Source: an optimization exercise on an open RTL-to-GDS flow (aim: small area, a short achievable clock period and few clock cycles per item). Production flows keep margins and buffers that such runs may drop.
In this exercise RTL edits were held to simulation tests only and were not proved equivalent to the original.

==> wip/zinc: inputs <==
Design cubic_bspline_point_eval, start of the top module:
module cubic_bspline_point_eval
#(
    parameter int SAMPLES_PER_SEGMENT = 100,
    parameter int COORD_BITS          = 16
) (
    input  wire                          i_clk,
    input  wire                          i_rst_n,
    input  wire                          i_valid,
    output logic                         o_stall,
    input  wire                          i_opcode,
    input  wire signed [COORD_BITS-1:0]  i_point_x,
    input  wire signed [COORD_BITS-1:0]  i_point_y,
    input  wire signed [COORD_BITS-1:0]  i_point_z,
    input  wire        [cbspl_pkg::SI_BITS-1:0] i_sample_index,
    output logic                         o_valid,
    input  wire                          i_stall,
    output logic signed [COORD_BITS-1:0] o_curve_x,
    output logic signed [COORD_BITS-1:0] o_curve_y,
    output logic signed [COORD_BITS-1:0] o_curve_z,
    output logic                         o_not_ready
);
Settings: LEC_CHECK=0, ABC_AREA=1, CAP_MARGIN=20, CORE_MARGIN=2, CORE_UTILIZATION=55, SETUP_SLACK_MARGIN=4.5, SLEW_MARGIN=20; clock period 9.5 ns.
run.sh (not shown) runs the stock make flow with config.mk's settings and CLKGATE_MAP_FILE= SYNTH_SCRIPT=/design/flow/synth_recipe.tcl, a recipe that flattens the netlist after the stock synthesis.
==> inputs of wip/quartz, as changes to wip/zinc <==
--- a/flow/design.v
+++ b/flow/design.v
@@ -298,17 +298,19 @@
     wire ce_t28 = (~i_c0[15] & ~i_c2[15]) | (~i_c0[15] & i_c1[13]) | (~i_c2[15] & i_c1[13]);
     wire [18:0] ce_ra = {1'b1, ~i_c1[15], ~i_c1[14], ce_t27, ce_t25, ce_t23, ce_t21, ce_t19, ce_t17, ce_t15, ce_t13, ce_t11, ce_t9, ce_t7, ce_t5, ce_t3, i_c1[0], i_c0[1], i_c0[0]};
     wire [18:0] ce_rb = {1'b0, i_c1[14], ce_t28, ce_t26, ce_t24, ce_t22, ce_t20, ce_t18, ce_t16, ce_t14, ce_t12, ce_t10, ce_t8, ce_t6, ce_t4, ce_t2, ce_t1, i_c2[1], i_c2[0]};
     wire [18:0] ce = ce_ra + ce_rb;
     wire signed [16:0] cc  = c2 - c0;
-    reg [18:0] r_a; reg [17:0] r_b; reg [16:0] r_c; reg [18:0] r_e;
+    reg [18:0] r_a; reg [17:1] r_bh; reg [16:0] r_c; reg [18:1] r_eh;
     always @(posedge i_clk) if (i_push) begin
         r_a <= ca;
-        r_b <= cb;
+        r_bh <= cb[17:1];
         r_c <= cc;
-        r_e <= ce;
+        r_eh <= ce[18:1];
     end
+    wire [17:0] r_b = {r_bh, r_c[0]};
+    wire [18:0] r_e = {r_eh, r_c[0]};
     wire signed [18:0] a = r_a;
     wire [19:0] a_m0 = i_j1_one[0] ? {a[18], a} : (i_j1_two[0] ? {a, 1'b0} : 20'd0);
     wire [19:0] a_r0 = a_m0 ^ {20{i_j1_neg[0]}};
     wire [19:0] a_m1 = i_j1_one[1] ? {a[18], a} : (i_j1_two[1] ? {a, 1'b0} : 20'd0);
     wire [19:0] a_r1 = a_m1 ^ {20{i_j1_neg[1]}};
@@ -732,16 +734,17 @@
     wire n_g_t181 = r_c[16] ^ r_c[13] ^ n_g_t128;
     wire n_g_t182 = (r_c[16] & r_c[13]) | (r_c[16] & n_g_t128) | (r_c[13] & n_g_t128);
     wire [31:0] n_g_ra = {~r_c[16], ~r_c[15], ~r_c[14], n_g_t181, n_g_t179, n_g_t177, n_g_t175, n_g_t173, n_g_t171, n_g_t169, n_g_t167, n_g_t165, n_g_t163, n_g_t161, n_g_t159, n_g_t157, n_g_t155, n_g_t153, n_g_t151, n_g_t149, n_g_t147, n_g_t145, n_g_t143, n_g_t141, n_g_t139, n_g_t137, n_g_t135, n_g_t133, n_g_t131, n_g_t129, ~r_c[1], ~r_c[0]};
     wire [31:0] n_g_rb = {r_c[15], r_c[14], n_g_t182, n_g_t180, n_g_t178, n_g_t176, n_g_t174, n_g_t172, n_g_t170, n_g_t168, n_g_t166, n_g_t164, n_g_t162, n_g_t160, n_g_t158, n_g_t156, n_g_t154, n_g_t152, n_g_t150, n_g_t148, n_g_t146, n_g_t144, n_g_t142, n_g_t140, n_g_t138, n_g_t136, n_g_t134, n_g_t132, n_g_t130, 1'b1, 1'b0, 1'b1};
     wire [31:0] n_g = n_g_ra + n_g_rb;
-    reg [26:0] r_s1; reg [31:0] r_g; reg [18:0] r_e1;
+    reg [26:0] r_s1; reg [31:1] r_gh; reg [18:0] r_e1;
     always @(posedge i_clk) if (i_adv) begin
         r_s1 <= n_s1;
-        r_g <= n_g;
+        r_gh <= n_g[31:1];
         r_e1 <= r_e;
     end
+    wire [31:0] r_g = {r_gh, r_e1[0]};
     wire signed [26:0] s1 = r_s1;
     wire [27:0] s1_m0 = i_j2_one[0] ? {s1[26], s1} : (i_j2_two[0] ? {s1, 1'b0} : 28'd0);
     wire [27:0] s1_r0 = s1_m0 ^ {28{i_j2_neg[0]}};
     wire [27:0] s1_m1 = i_j2_one[1] ? {s1[26], s1} : (i_j2_two[1] ? {s1, 1'b0} : 28'd0);
     wire [27:0] s1_r1 = s1_m1 ^ {28{i_j2_neg[1]}};
@@ -1965,25 +1968,26 @@
             );
         end
     endgenerate
     assign pout = r_nr[NST] ? {1'b1, 48'd0}
                             : {1'b0, u[0] ^ 16'h8000, u[1] ^ 16'h8000, u[2] ^ 16'h8000};
-    logic q0_free;
-    assign q0_free = !r_ov || !i_stall;
+    logic q0_hold, q0_free;
+    assign q0_hold = r_ov && i_stall;
+    assign q0_free = !q0_hold;
     always_ff @(posedge i_clk) begin
         if (!i_rst_n) begin
             r_ov  <= 1'b0;
             r_q1v <= 1'b0;
         end else begin
-            if (q0_free) begin
+            if (!q0_hold) begin
                 r_ov <= r_q1v || r_v[NST];
             end
             r_q1v <= r_q1v ? !q0_free : (!q0_free && r_v[NST]);
         end
     end
     always_ff @(posedge i_clk) begin
-        if (q0_free) begin
+        if (!q0_hold) begin
             r_q0 <= r_q1v ? r_q1 : pout;
         end
         if (!r_q1v) begin
             r_q1 <= pout;
         end
==> flow/flow/run.sh (new file) <==
#!/bin/bash
# Layout flow: the standard layout (standard.sh, all ORFS steps from
# synthesis to the final layout), with one change to synthesis: Yosys's
# synth command skips its ABC pass in the fine stage ("synth -run fine:"
# gets -noabc), so that extract_fa finds the design's adder trees as written
# instead of after ABC's re-mapping, which leaves an inverter between many of
# the full adders.  The final ABC mapping with the cell library is unchanged.
# Every tool's output goes to a log file in this folder (and ORFS's own logs
# under orfs/logs).
set -euo pipefail
work=$(pwd)
{
    printf '%s\n' 'proc synth {args} { if {[lsearch -exact $args fine:] >= 0} { yosys synth -nofsm -noshare -noabc {*}$args } else { yosys synth -nofsm -noshare {*}$args } }'
    tail -n +2 synth_recipe.tcl
} > flow_synth.tcl
sed "s#SYNTH_SCRIPT=[^ ]*#SYNTH_SCRIPT=${work}/flow_synth.tcl#" standard.sh > flow_standard.sh
grep -q "SYNTH_SCRIPT=${work}/flow_synth.tcl" flow_standard.sh
bash flow_standard.sh > flow_standard.log 2>&1
test -s out/final.def
==> flow/standard.sh (new file) <==
#!/bin/bash
# synth_recipe.tcl (not shown) runs the flow's synth.tcl, then flattens the netlist and writes it again
# the make line also repeats each setting of config.mk as NAME=value (left out here)
make -C /OpenROAD-flow-scripts/flow DESIGN_CONFIG=/design/flow/config.mk WORK_HOME=/design/flow/orfs CLKGATE_MAP_FILE= SYNTH_SCRIPT=/design/flow/synth_recipe.tcl "${@:-finish}"
- CORE_UTILIZATION: 55 -> 75
removed: flow/run.sh
==> metrics.log <==
[metrics] status: finished clean
[metrics] synthesized instance count: between 15,000 and 20,000
[metrics] GRT met1 Usage: 0.459
[metrics] Mean Syn Cell Area: a little under 9 um2
[metrics] highest metal used: met4
[metrics] post-CTS setup buffer count: 86
[metrics] Metal-1 WL: a little over 200,000 um
[metrics] reg2reg end: g_ax[2].u_axis.r_s1[19]
[metrics] GR met2 Demand/Resource: 0.478
[metrics] floorplan core area: between 0.2 and 0.3 mm2
[metrics] hold crit path type: reg2reg
[metrics] sequential cell count: 1,181
[metrics] commonest cells after routing, fill and taps aside: 3,846 x sky130_fd_sc_hd__inv_1, 2,187 x sky130_fd_sc_hd__nand2_1, 1,830 x sky130_fd_sc_hd__fa_1, 1,678 x sky130_fd_sc_hd__o21ai_0, 1,388 x sky130_fd_sc_hd__ha_1
[metrics] hold-critical path endpoint: g_ax[1].u_axis.r_xl[15]
[metrics] critical path's most frequent cell: sky130_fd_sc_hd__fa_1
[metrics] depth of the worst register-to-register path: 21
That was wip/zinc.
==> metrics.log <==
[metrics] post-CTS setup buffer count: 111
[metrics] most area-hungry cell type in the Yosys netlist: sky130_fd_sc_hd__fa_1
[metrics] worst setup slack before clock tree synthesis: 2.69 ns
[metrics] Clock Path Buffers: 3
[metrics] Mean Syn Cell Area: 9.28 um2
[metrics] step where the flow halted: 5_1_grt
[metrics] status: aborted with a tool error
[metrics] dominant cell by count in the synthesized netlist: sky130_fd_sc_hd__inv_1
[metrics] synthesized instance count: 16,200
[metrics] post-cts sizing count: 518
[metrics] First Error: [ERROR GRT-0232] Routing congestion too high. Check the congestion heatmap in the GUI.
That was wip/quartz.
Testbench counts of wip/zinc, summed over its fixed seeds: cycles 4,526, evals 3,455.
Testbench counts of wip/quartz, summed over its fixed seeds: cycles 4,526, evals 3,455.

## static timing again, ports no longer ideal
The results above use ideal ports. As a check the final layout listed here was re-extracted and re-timed, cells and wires unchanged. Step 1 assumes that a clkbuf_16 drives the clock port and a buf_2 every other input. Step 2, shift: input delay + t, output delay - t, t = (earliest + latest rising clock arrival at the registers) / 2. This alone moves slack from input paths to output paths. Slacks: no drivers / after step 1 / after step 2; pairs: no drivers / after step 1.
run: wip/zinc
t (ns): 0.944
setup WS [ns]: 4.430 / 4.430 / 3.624
pins driven straight from the clock port: 1
After both steps wip/zinc still meets setup and hold. For wip/zinc, drivers alone change the setup slack by 0.000 ns; drivers and shift together by -0.806 ns.
